This design comes from an exercise in tuning for a short achievable clock period and few clock cycles per item on the open sky130 flow, not from production work.
Where RTL was checked, it was by simulation tests only, not by an equivalence proof against the original.
No activity file was given, so power comes from the tool's default toggle rates.

==> run a: inputs <==
## cache_top
module cache_top (
  input  wire logic                  clk,
  input  wire logic                  reset,
  input  wire logic                  cpu_req_valid,
  output logic                       cpu_req_ready,
  input  wire cache_pkg::word_addr_t cpu_req_addr,
  input  wire cache_pkg::word_t      cpu_req_data,
  input  wire logic                  cpu_req_write,
  output logic                       cpu_resp_valid,
  output cache_pkg::word_t           cpu_resp_data,
  output logic                       mem_req_valid,
  input  wire logic                  mem_req_ready,
  output cache_pkg::beat_addr_t      mem_req_addr,
  output logic                       mem_req_rw,
  output logic                       mem_req_data_valid,
  input  wire logic                  mem_req_data_ready,
  output cache_pkg::beat_t           mem_req_data_bits,
  input  wire logic                  mem_resp_valid,
  input  wire cache_pkg::beat_t      mem_resp_data
);
  cache_ctrl u_cache_ctrl (
    .clk                (clk),
    .reset              (reset),
    .cpu_req_valid      (cpu_req_valid),
    .cpu_req_ready      (cpu_req_ready),
    .cpu_req_addr       (cpu_req_addr),
    .cpu_req_data       (cpu_req_data),
    .cpu_req_write      (cpu_req_write),
    .cpu_resp_valid     (cpu_resp_valid),
    .cpu_resp_data      (cpu_resp_data),
    .mem_req_valid      (mem_req_valid),
    .mem_req_ready      (mem_req_ready),
    .mem_req_addr       (mem_req_addr),
    .mem_req_rw         (mem_req_rw),
    .mem_req_data_valid (mem_req_data_valid),
    .mem_req_data_ready (mem_req_data_ready),
    .mem_req_data_bits  (mem_req_data_bits),
    .mem_resp_valid     (mem_resp_valid),
    .mem_resp_data      (mem_resp_data)
  );
endmodule
Settings: LEC_CHECK=0, ABC_CLOCK_PERIOD_IN_PS=2500, CAP_MARGIN=20, CELL_PAD_IN_SITES_DETAIL_PLACEMENT=1, CORE_MARGIN=2, CORE_UTILIZATION=40, PLACE_DENSITY=0.46, SETUP_SLACK_MARGIN=3.5, SLEW_MARGIN=20, TNS_END_PERCENT=10; clock period 6.0 ns.
run.sh (not shown) runs the stock make flow with config.mk's settings and CLKGATE_MAP_FILE= SYNTH_SCRIPT=/design/flow/synth_recipe.tcl, a recipe that flattens the netlist after the stock synthesis.
==> inputs of run b, as changes to run a <==
--- a/flow/design.v
+++ b/flow/design.v
@@ -59,19 +59,20 @@
   input  wire logic [127:0] mem_resp_data
 );
   localparam int RN = 32;            
   localparam int RB = $clog2(RN);
   logic        a_v, sk_v, b_v;
   logic [29:0] a_addr, sk_addr, b_addr;
   logic [31:0] a_wd, sk_wd, b_wd;
   logic        a_wr, sk_wr, b_wr;
-  logic        b_hit, b_pend, b_brdy, b_vd, b_wm, b_blk, b_dsw;
+  logic        b_hit, b_pend, b_brdy, b_vd, b_wm, b_blk, b_dsw, b_chn;
   logic [7:0][22:0] tag_q;
   logic [7:0]       val_q, dirty_q, pend_q;
+  logic [7:0]       chn_q;     
   logic [7:0]       blk_q;     
   logic [7:0]       chvd_q;    
   logic [7:0][3:0]  brdy_q;
   logic [7:0][15:0] wm_q;      
   logic [7:0][1:0]  cur_q;     
   logic [7:0]       dsw_v;     
   logic [7:0][15:0] dsw_1h;    
   logic [31:0][127:0] arr_q;
@@ -83,56 +84,59 @@
   logic [2:0]        aptr, fptr, rq_ptr, fl_ptr;
   logic [2:0]        dcnt;
   logic              desc_free;
   logic [1:0][511:0] vbuf_q;
   logic [1:0]        vb_full;
   logic              vb_w;
   logic [1:0]        vcnt;
   logic              vb_free;
-  logic [1:0][1:0]   vb_crit;   
+  logic [1:0][3:0]   vb_pos;    
   logic              vb_r;      
   logic [1:0]        vb_cnt;    
   logic [1:0] rq_cnt, fl_cnt;
   logic       rq_wph, fl_last;
   logic [4:0] credit;
   logic [4:0] outst;
   logic [2:0]  ft_set;
   logic [7:0]  ft_s1h;
   logic [1:0]  ft_beat, ft_d;
   logic [31:0] ft_row1h;    
-  logic         bc_v;
-  logic [3:0]   bc_tag;    
+  logic [RN-1:0] bc_hit;   
   logic [127:0] bc_d;
   logic       cap_v, cap_slot;
   logic [1:0] cap_crit;
   logic [7:0] cap_set1h;
   logic         c_ld, c_st;
   logic [31:0]  c_rsel;     
   logic [3:0]   c_lsel;     
   logic [31:0]  c_wd;
   logic [RB-1:0] c_rob;
+  logic         d_v;        
+  logic [127:0] d_beat;
+  logic [3:0]   d_lsel;
+  logic [RB-1:0] d_rob;
   logic         e_v;
   logic [31:0]  e_d;
   logic [RN-1:0] e_rob1h;
   logic [RN-1:0][31:0] rob_d;
   logic [RN-1:0]       rob_rdy, rob_wt;
   logic [RN-1:0][3:0]  rob_tag;    
   logic [RN-1:0][1:0]  rob_word;
   logic [RB:0]         rob_head, rob_tail;    
   logic [RN-1:0]       rob_t1h;               
   logic [RB:0]         rob_occ;               
   logic                rob_ok;
   logic fill_ev, fill_last_ev, pclr_ev, chn_ev, chn_cap, dfs_now;
-  logic ft_blk, cap_risk, dfs_risk;
-  assign ft_blk       = |(blk_q & ft_s1h);
+  logic ft_chn, cap_risk, dfs_risk;
+  assign ft_chn       = |(chn_q & ft_s1h);
   assign fill_ev      = mem_resp_valid;
   assign fill_last_ev = mem_resp_valid & fl_last;
-  assign pclr_ev      = fill_last_ev & ~ft_blk;          
-  assign chn_ev       = fill_last_ev & ft_blk;           
+  assign pclr_ev      = fill_last_ev & ~ft_chn;          
+  assign chn_ev       = fill_last_ev & ft_chn;           
   assign cap_risk     = fl_last & |(chvd_q & ft_s1h);
   assign dfs_risk     = fl_last & |(dsw_v & ft_s1h);
   assign chn_cap      = mem_resp_valid & cap_risk;       
   assign dfs_now      = mem_resp_valid & dfs_risk;       
   logic [2:0]  b_set;
   logic [1:0]  b_beat, b_word;
   logic [22:0] b_tag;
   logic        b_pclr, b_chained;
@@ -140,57 +144,59 @@
   assign b_set  = b_addr[6:4];
   assign b_beat = b_addr[3:2];
   assign b_word = b_addr[1:0];
   assign b_tag  = b_addr[29:7];
   assign b_pclr    = pclr_ev & (ft_set == b_set);
   assign b_chained = b_pend & ~b_pclr;
   assign go_hit  = b_v & b_hit & rob_ok & ~(b_wr & b_blk) & ~(~b_wr & b_dsw) & ~dfs_risk;
   assign go_miss = b_v & ~b_hit & rob_ok & desc_free & (~b_vd | vb_free)
-                 & (~b_pend | ~b_blk) & ~(b_vd & ~b_pend & cap_risk) & ~dfs_risk;
+                 & (~b_pend | ~b_chn) & ~(b_vd & ~b_pend & cap_risk) & ~dfs_risk;
   assign go      = go_hit | go_miss;
   assign stall   = b_v & ~go;
   logic b_rd_ok, ld_wait;
   assign b_rd_ok = ~b_pend | b_brdy | (b_wm & ~b_blk);
   assign ld_wait = ~b_wr & (go_miss | (go_hit & ~b_rd_ok));
   logic [2:0]  a_set;
   logic [1:0]  a_beat;
   logic [22:0] a_tag;
   logic [7:0]  a_tmatch;
   logic        a_same, a_teq, a_weq, a_fs, a_chw;
-  logic        n_hit, n_pend, n_brdy, n_vd, n_wm, n_blk, n_dsw;
+  logic        n_hit, n_pend, n_brdy, n_vd, n_wm, n_blk, n_dsw, n_chn;
   assign a_set  = a_addr[6:4];
   assign a_beat = a_addr[3:2];
   assign a_tag  = a_addr[29:7];
   always_comb begin
     for (int s = 0; s < 8; s++) begin
       a_tmatch[s] = val_q[s] & (tag_q[s] == a_tag);
     end
   end
   assign a_same = a_set == b_set;
   assign a_teq  = a_tag == b_tag;
   assign a_weq  = a_addr[3:0] == b_addr[3:0];
   assign a_fs   = ft_set == a_set;
   assign a_chw  = dsw_v[a_set] & dsw_1h[a_set][a_addr[3:0]];
   always_comb begin
     n_hit  = a_tmatch[a_set];
     n_pend = pend_q[a_set] & ~(pclr_ev & a_fs);
-    n_brdy = brdy_q[a_set][a_beat] | (fill_ev & ~ft_blk & a_fs & (ft_beat == a_beat));
+    n_brdy = brdy_q[a_set][a_beat] | (fill_ev & ~ft_chn & a_fs & (ft_beat == a_beat));
     n_vd   = val_q[a_set] & dirty_q[a_set];
-    n_wm   = (chn_ev & a_fs) ? a_chw : wm_q[a_set][a_addr[3:0]];
+    n_wm   = (chn_ev & a_fs & blk_q[a_set]) ? a_chw : wm_q[a_set][a_addr[3:0]];
     n_blk  = blk_q[a_set] & ~(chn_ev & a_fs);
+    n_chn  = chn_q[a_set] & ~(chn_ev & a_fs);
     n_dsw  = a_chw & ~(chn_ev & a_fs);
     if (a_same & go_miss) begin
       n_hit  = a_teq;
       n_pend = 1'b1;
       n_brdy = 1'b0;
       n_vd   = b_wr;
-      n_wm   = b_wr & a_weq & ~b_chained;
-      n_blk  = b_chained;
-      n_dsw  = b_wr & a_weq & b_chained;
+      n_wm   = b_wr & a_weq & ~(b_chained & b_vd);
+      n_blk  = b_chained & b_vd;
+      n_chn  = b_chained;
+      n_dsw  = b_wr & a_weq & b_chained & b_vd;
     end else if (a_same & go_hit & b_wr) begin
       n_vd   = 1'b1;
       n_wm   = n_wm | a_weq;
     end
   end
   assign cpu_req_ready = ~sk_v;
   logic accept;
   assign accept = cpu_req_valid & ~sk_v;
@@ -224,32 +230,34 @@
       a_wr   <= cpu_req_write;
     end
   end
   logic b_chw;
   assign b_chw = dsw_v[b_set] & dsw_1h[b_set][b_addr[3:0]];
   always_ff @(posedge clk) begin
     if (stall) begin
       if (pclr_ev & (ft_set == b_set)) b_pend <= 1'b0;
-      if (fill_ev & ~ft_blk & (ft_set == b_set) & (ft_beat == b_beat)) b_brdy <= 1'b1;
+      if (fill_ev & ~ft_chn & (ft_set == b_set) & (ft_beat == b_beat)) b_brdy <= 1'b1;
       if (chn_ev & (ft_set == b_set)) begin
         b_blk <= 1'b0;
+        b_chn <= 1'b0;
         b_dsw <= 1'b0;
-        b_wm  <= b_chw;
+        if (b_blk) b_wm <= b_chw;
       end
     end else begin
       b_addr <= a_addr;
       b_wd   <= a_wd;
       b_wr   <= a_wr;
       b_hit  <= n_hit;
       b_pend <= n_pend;
       b_brdy <= n_brdy;
       b_vd   <= n_vd;
       b_wm   <= n_wm;
       b_blk  <= n_blk;
+      b_chn  <= n_chn;
       b_dsw  <= n_dsw;
     end
   end
   logic [1:0]  fl_d, fl_dn, tc_beat, ta_beat, ta_d;
   logic [2:0]  tc_set, ta_set;
   logic [31:0] tc_1h, ta_1h;
   logic [4:0]  outst_n;
   assign fl_d    = fl_ptr[1:0];
@@ -270,92 +278,92 @@
     for (int r = 0; r < 32; r++) begin
       tc_1h[r] = {tc_set, tc_beat} == 5'(r);
       ta_1h[r] = {ta_set, ta_beat} == 5'(r);
     end
   end
   always_ff @(posedge clk) begin
     if (reset) begin
       ft_row1h <= '0;
-      bc_v     <= 1'b0;
     end else begin
       if (outst_n == 5'd0) ft_row1h <= '0;
       else ft_row1h <= mem_resp_valid ? ta_1h : tc_1h;
-      bc_v     <= fill_ev;
     end
     for (int i = 0; i < 8; i++) begin
       ft_s1h[i] <= mem_resp_valid ? (ta_set == 3'(i)) : (tc_set == 3'(i));
     end
     if (mem_resp_valid) begin
       ft_set   <= ta_set;
       ft_beat  <= ta_beat;
       ft_d     <= ta_d;
     end else begin
       ft_set   <= tc_set;
       ft_beat  <= tc_beat;
       ft_d     <= fl_d;
     end
-    bc_tag <= {ft_d, ft_beat};
     bc_d   <= mem_resp_data & {128{mem_resp_valid}};    
   end
   always_ff @(posedge clk) begin
     if (reset) begin
       val_q   <= '0;
       dirty_q <= '0;
       pend_q  <= '0;
       blk_q   <= '0;
+      chn_q   <= '0;
       chvd_q  <= '0;
       dsw_v   <= '0;
     end else begin
       if (pclr_ev) pend_q[ft_set] <= 1'b0;
       if (chn_ev) begin
         blk_q[ft_set]  <= 1'b0;
+        chn_q[ft_set]  <= 1'b0;
         chvd_q[ft_set] <= 1'b0;
         dsw_v[ft_set]  <= 1'b0;
       end
       if (go_miss) begin
         val_q[b_set]   <= 1'b1;
         dirty_q[b_set] <= b_wr;
         pend_q[b_set]  <= 1'b1;
-        blk_q[b_set]   <= b_chained;
+        blk_q[b_set]   <= b_chained & b_vd;
+        chn_q[b_set]   <= b_chained;
         chvd_q[b_set]  <= b_chained & b_vd;
-        dsw_v[b_set]   <= b_chained & b_wr;
+        dsw_v[b_set]   <= b_chained & b_vd & b_wr;
       end else if (go_hit & b_wr) begin
         dirty_q[b_set] <= 1'b1;
       end
     end
   end
   logic [15:0] b_w1h;
   logic [7:0]  b_set1h, ft_set1h;
   logic        st_now, wm_clr_b;
   always_comb begin
     for (int i = 0; i < 16; i++) b_w1h[i] = b_addr[3:0] == 4'(i);
     for (int i = 0; i < 8; i++) begin
       b_set1h[i]  = b_set == 3'(i);
       ft_set1h[i] = ft_s1h[i];
     end
   end
-  assign st_now   = go & b_wr & ~(go_miss & b_chained);    
+  assign st_now   = go & b_wr & ~(go_miss & b_chained & b_vd);    
   assign wm_clr_b = go_miss & ~b_chained;
   always_ff @(posedge clk) begin
-    if (fill_ev & ~ft_blk) begin
+    if (fill_ev & ~ft_chn) begin
       brdy_q[ft_set][ft_beat] <= 1'b1;
     end
     if (go_miss) begin
       tag_q[b_set]  <= b_tag;
       brdy_q[b_set] <= 4'b0000;
       cur_q[b_set]  <= aptr[1:0];
       dsw_1h[b_set] <= b_w1h;
     end
     for (int s = 0; s < 8; s++) begin
       for (int i = 0; i < 16; i++) begin
         if ((st_now & b_set1h[s] & b_w1h[i]) |
             (chn_ev & ft_set1h[s] & dsw_v[s] & dsw_1h[s][i])) begin
           wm_q[s][i] <= 1'b1;
-        end else if ((chn_ev & ft_set1h[s]) | (wm_clr_b & b_set1h[s])) begin
+        end else if ((chn_ev & ft_set1h[s] & blk_q[s]) | (wm_clr_b & b_set1h[s])) begin
           wm_q[s][i] <= 1'b0;
         end
       end
     end
   end
   always_ff @(posedge clk) begin
     for (int r = 0; r < 32; r++) begin
       for (int w = 0; w < 4; w++) begin
@@ -363,44 +371,46 @@
           arr_q[r][w*32 +: 32] <= mem_resp_data[w*32 +: 32];
         end else if (c_st && c_rsel[r] && c_lsel[w]) begin
           arr_q[r][w*32 +: 32] <= c_wd;
         end
       end
     end
   end
   logic [127:0] c_beat;
-  logic [31:0]  c_rd;
+  logic [31:0]  d_rd;
   always_comb begin
     c_beat = '0;
     for (int r = 0; r < 32; r++) begin
       c_beat = c_beat | ({128{c_rsel[r]}} & arr_q[r]);
     end
-    c_rd = '0;
+    d_rd = '0;
     for (int w = 0; w < 4; w++) begin
-      c_rd = c_rd | ({32{c_lsel[w]}} & c_beat[w*32 +: 32]);
+      d_rd = d_rd | ({32{d_lsel[w]}} & d_beat[w*32 +: 32]);
     end
   end
   logic [511:0] vic_line;
   always_comb begin
     vic_line = '0;
     for (int s = 0; s < 8; s++) begin
       vic_line = vic_line | ({512{cap_set1h[s]}} &
                  {arr_q[s*4+3], arr_q[s*4+2], arr_q[s*4+1], arr_q[s*4]});
     end
   end
   always_ff @(posedge clk) begin
     if (reset) begin
       c_ld <= 1'b0;
+      d_v  <= 1'b0;
       c_st <= 1'b0;
       e_v  <= 1'b0;
     end else begin
       c_ld <= go_hit & ~b_wr & b_rd_ok;
       c_st <= st_now | dfs_now;
-      e_v  <= c_ld;
+      d_v  <= c_ld;
+      e_v  <= d_v;
     end
   end
   logic [31:0] b_rsel1h, dfs_rsel1h;
   logic [3:0]  b_lsel1h, dfs_lsel1h;
   always_comb begin
     for (int r = 0; r < 32; r++) begin
       b_rsel1h[r]   = b_addr[6:2] == 5'(r);
       dfs_rsel1h[r] = ft_set1h[r/4] & |(dsw_1h[r/4][(r%4)*4 +: 4]);
@@ -411,19 +421,22 @@
     end
   end
   always_ff @(posedge clk) begin
     c_rsel <= dfs_now ? dfs_rsel1h : b_rsel1h;
     c_lsel <= dfs_now ? dfs_lsel1h : b_lsel1h;
     c_wd  <= dfs_now ? ds_sd[cur_q[ft_set]] : b_wd;
     c_rob <= rob_tail[RB-1:0];
     for (int i = 0; i < RN; i++) begin
-      e_rob1h[i] <= c_rob == RB'(i);
+      e_rob1h[i] <= d_rob == RB'(i);
     end
-    e_d   <= c_rd;
+    d_beat <= c_beat;
+    d_lsel <= c_lsel;
+    d_rob  <= c_rob;
+    e_d    <= d_rd;
   end
   logic [1:0] ad;
   logic       free_ev;
   assign ad      = aptr[1:0];
   assign free_ev = (fptr != aptr) & (fptr != rq_ptr) & (fptr != fl_ptr);
   always_ff @(posedge clk) begin
     if (reset) begin
       aptr      <= 3'd0;
@@ -471,41 +484,47 @@
       cap_slot <= vb_w;
       cap_crit <= b_beat;
       for (int s = 0; s < 8; s++) begin
         cap_set1h[s] <= b_set == 3'(s);
       end
     end
     if (cap_v) begin
       vbuf_q[cap_slot]  <= vic_line;
-      vb_crit[cap_slot] <= cap_crit;
     end
   end
   logic        rq_ld, rq_rw_n, rq_rw_h;
   logic [27:0] rq_addr_n, rq_addr_h;
   logic req_free, rq_pend;
   logic [1:0] rq_d, rq_beat;
   assign req_free = ~mem_req_valid | mem_req_ready;
   assign rq_pend  = rq_ptr != aptr;
   assign rq_d     = rq_ptr[1:0];
   assign rq_beat  = ds_crit[rq_d] + rq_cnt;
   logic dat_acc;
   assign dat_acc = mem_req_data_valid & mem_req_data_ready;
   logic wr_issue;
+  logic [4:0] credit_p1, credit_m1;
+  assign credit_p1 = credit + 5'd1;
+  assign credit_m1 = credit - 5'd1;
   assign wr_issue = req_free & rq_pend & rq_wph & (credit != 5'd0);
   always_ff @(posedge clk) begin
     if (reset) begin
       mem_req_valid <= 1'b0;
       rq_cnt        <= 2'd0;
       rq_wph        <= 1'b0;
       rq_ptr        <= 3'd0;
       credit        <= 5'd0;
       outst         <= 5'd0;
     end else begin
-      credit <= credit + 5'(dat_acc) - 5'(wr_issue);
+      case ({dat_acc, wr_issue})
+        2'b10:   credit <= credit_p1;
+        2'b01:   credit <= credit_m1;
+        default: credit <= credit;
+      endcase
       outst  <= outst_n;
       if (req_free) begin
         if (rq_pend) begin
           if (~rq_wph) begin
             mem_req_valid <= 1'b1;
             rq_cnt        <= rq_cnt + 2'd1;
             if (rq_cnt == 2'd3) begin
               if (ds_vd[rq_d]) rq_wph <= 1'b1;
@@ -548,52 +567,51 @@
     end else if (rq_ld) begin
       rq_addr_h <= rq_addr_n;
       rq_rw_h   <= rq_rw_n;
     end
     mem_req_addr <= rq_ld ? rq_addr_n : rq_addr_h;
     mem_req_rw   <= rq_ld ? rq_rw_n : rq_rw_h;
   end
   logic dat_free, dat_send, vb_done;
-  logic         vb_r_n;
-  logic [1:0]   vb_cnt_n, crit_n, dbeat_n;
   logic [7:0]   dsel;        
   logic [127:0] dsel_beat, dbits_h;
   assign dat_free = ~mem_req_data_valid | mem_req_data_ready;
   assign dat_send = dat_free & vb_full[vb_r];
   assign vb_done  = dat_send & (vb_cnt == 2'd3);
-  assign vb_r_n   = vb_done ? ~vb_r : vb_r;
-  assign vb_cnt_n = vb_cnt + 2'(dat_send);
-  assign crit_n   = (cap_v && cap_slot == vb_r_n) ? cap_crit : vb_crit[vb_r_n];
-  assign dbeat_n  = crit_n + vb_cnt_n;
+  assign dsel     = vb_r ? {vb_pos[1], 4'b0000} : {4'b0000, vb_pos[0]};
   always_comb begin
     dsel_beat = '0;
     for (int i = 0; i < 8; i++) begin
       dsel_beat = dsel_beat | ({128{dsel[i]}} & vbuf_q[i/4][(i%4)*128 +: 128]);
     end
   end
   always_ff @(posedge clk) begin
     if (reset) begin
       mem_req_data_valid <= 1'b0;
       vb_r               <= 1'b0;
       vb_cnt             <= 2'd0;
-      dsel               <= 8'd1;
       vb_full            <= 2'b00;
       vb_w               <= 1'b0;
       vcnt               <= 2'd0;
       vb_free            <= 1'b1;
     end else begin
       if (dat_free) mem_req_data_valid <= dat_send;
-      vb_cnt <= vb_cnt_n;
-      for (int i = 0; i < 8; i++) dsel[i] <= {vb_r_n, dbeat_n} == 3'(i);
+      if (dat_send) begin
+        vb_cnt         <= vb_cnt + 2'd1;
+        vb_pos[vb_r]   <= {vb_pos[vb_r][2:0], vb_pos[vb_r][3]};
+      end
       if (vb_done) begin
         vb_r          <= ~vb_r;
         vb_full[vb_r] <= 1'b0;
       end
-      if (cap_v) vb_full[cap_slot] <= 1'b1;
+      if (cap_v) begin
+        vb_full[cap_slot] <= 1'b1;
+        for (int b = 0; b < 4; b++) vb_pos[cap_slot][b] <= cap_crit == 2'(b);
+      end
       if (go_miss & b_vd) vb_w <= ~vb_w;
       case ({go_miss & b_vd, vb_done})
         2'b10: begin
           vcnt    <= vcnt + 2'd1;
           vb_free <= vcnt == 2'd0;
         end
         2'b01: begin
           vcnt    <= vcnt - 2'd1;
@@ -616,16 +634,18 @@
     end else if (mem_resp_valid) begin
       fl_cnt  <= fl_cnt + 2'd1;
       fl_last <= fl_cnt == 2'd2;
       if (fl_last) fl_ptr <= fl_ptr + 3'd1;
     end
   end
   logic rob_out;
   assign rob_out = rob_rdy[rob_head[RB-1:0]];    
+  logic [3:0] new_tag;
+  assign new_tag = {go_miss ? aptr[1:0] : cur_q[b_set], b_beat};
   always_ff @(posedge clk) begin
     if (reset) begin
       rob_rdy        <= '0;
       rob_wt         <= '0;
       rob_head       <= '0;
       rob_tail       <= '0;
       rob_t1h        <= RN'(1);
       rob_occ        <= '0;
@@ -639,40 +659,44 @@
         rob_t1h  <= {rob_t1h[RN-2:0], rob_t1h[RN-1]};
       end
       for (int i = 0; i < RN; i++) begin
         if (go && rob_t1h[i]) begin
           rob_rdy[i] <= b_wr;
           rob_wt[i]  <= ld_wait;
         end
         if (e_v && e_rob1h[i]) rob_rdy[i] <= 1'b1;
-        if (bc_v && rob_wt[i] && rob_tag[i] == bc_tag) begin
+        if (bc_hit[i]) begin
           rob_rdy[i] <= 1'b1;
           rob_wt[i]  <= 1'b0;
         end
       end
       cpu_resp_valid <= rob_out;
       if (rob_out) begin
         rob_rdy[rob_head[RB-1:0]] <= 1'b0;
         rob_head                  <= rob_head + 1'b1;
       end
     end
   end
   always_ff @(posedge clk) begin
     for (int i = 0; i < RN; i++) begin
       if (rob_t1h[i]) begin
-        rob_tag[i]  <= {go_miss ? aptr[1:0] : cur_q[b_set], b_beat};
+        rob_tag[i]  <= new_tag;
         rob_word[i] <= b_word;
       end
       if (e_v && e_rob1h[i]) begin
         rob_d[i] <= e_d;
-      end else if (rob_wt[i] && rob_tag[i] == bc_tag) begin
+      end else if (bc_hit[i]) begin
         rob_d[i] <= bc_d[rob_word[i]*32 +: 32];
       end
     end
+    for (int i = 0; i < RN; i++) begin
+      bc_hit[i] <= fill_ev & ((rob_wt[i] & (rob_tag[i] == {ft_d, ft_beat})) |
+                              (go & rob_t1h[i] & ld_wait & (new_tag == {ft_d, ft_beat})));
+    end
     cpu_resp_data <= rob_d[rob_head[RB-1:0]];
   end
 endmodule
 `default_nettype wire
 `timescale 1ns/100ps
 `default_nettype none
 module cache_top (
   input  wire logic                  clk,
==> flow/flow/run.sh (new file) <==
#!/bin/bash
# The standard layout (standard.sh, the standard flow's own ORFS flow) with two changes:
# the port buffers are regular buffers instead of the delay buffers that
# buffer_ports picks by default, and timing repair may resize a cell to any
# drive strength (not only to cells of the same footprint).
set -euo pipefail
bash standard.sh MATCH_CELL_FOOTPRINT=0 \
  "BUFFER_PORTS_ARGS=-buffer_cell sky130_fd_sc_hd__buf_4" \
  finish > standard_make.log 2>&1
==> flow/standard.sh (new file) <==
#!/bin/bash
# synth_recipe.tcl (not shown) runs the flow's synth.tcl, then flattens the netlist and writes it again
# the make line also repeats each setting of config.mk as NAME=value (left out here)
make -C /OpenROAD-flow-scripts/flow DESIGN_CONFIG=/design/flow/config.mk WORK_HOME=/design/flow/orfs CLKGATE_MAP_FILE= SYNTH_SCRIPT=/design/flow/synth_recipe.tcl "${@:-finish}"
removed: flow/run.sh
==> comparison <==
In run a the core utilization is higher than in run b, by 0.76 points. In run a the sequential power is smaller than in run b, by about 2%. Non-clock buffer count: run b is lower than run a (372). Between run a and run b, the lower clock-buffer cell count is in run a (gap 52). In run a the sequential share of layout area is lower than in run b, by 1.0 points. Run a completed with no timing, DRC or antenna violations. Run b produced a layout that fails on max-slew violations. Of run a and run b, run a has the higher total power (gap about 1.6%, measured against run b). Against run a, the die area of run b is larger by about 1%. Against run b, the global-route usage of run a is higher by 0.94 points. In run a the combinational power is larger than in run b, by about 18%. In run b the routed wire length is lower than in run a, by 1.2%.
Testbench counts of run b, summed over its fixed seeds: cycles 17,076, ops 12,000.
Only the layout flow was run in run a; the RTL was not checked for function there.

[port drivers added, routing unchanged]
In the flow no input, the clock included, has a driving cell. The finished layouts below were timed again as built, in two steps. Step 1 sets driving cells, clkbuf_16 on the clock port and buf_2 on the other inputs (assumed; they add their load-dependent delay and slew). Step 2 also shifts input and output timing later by t, the mid clock arrival at the registers, as if the neighbouring blocks saw the same clock. a / b / c = ideal ports / drivers / drivers and shift; a / b = the first two.
| run | shift t [ns] | setup WS [ns] | worst slew at a driven data input, ns |
|---|---|---|---|
| run a | 1.411 | 2.530 / 2.530 / 2.018 | 0.81 |
| run b | 1.434 | 2.513 / 2.495 / 2.070 | 0.84 |
The setup slack of run a, which loses most, moves by 0.000 ns with the drivers and by -0.512 ns with both steps.
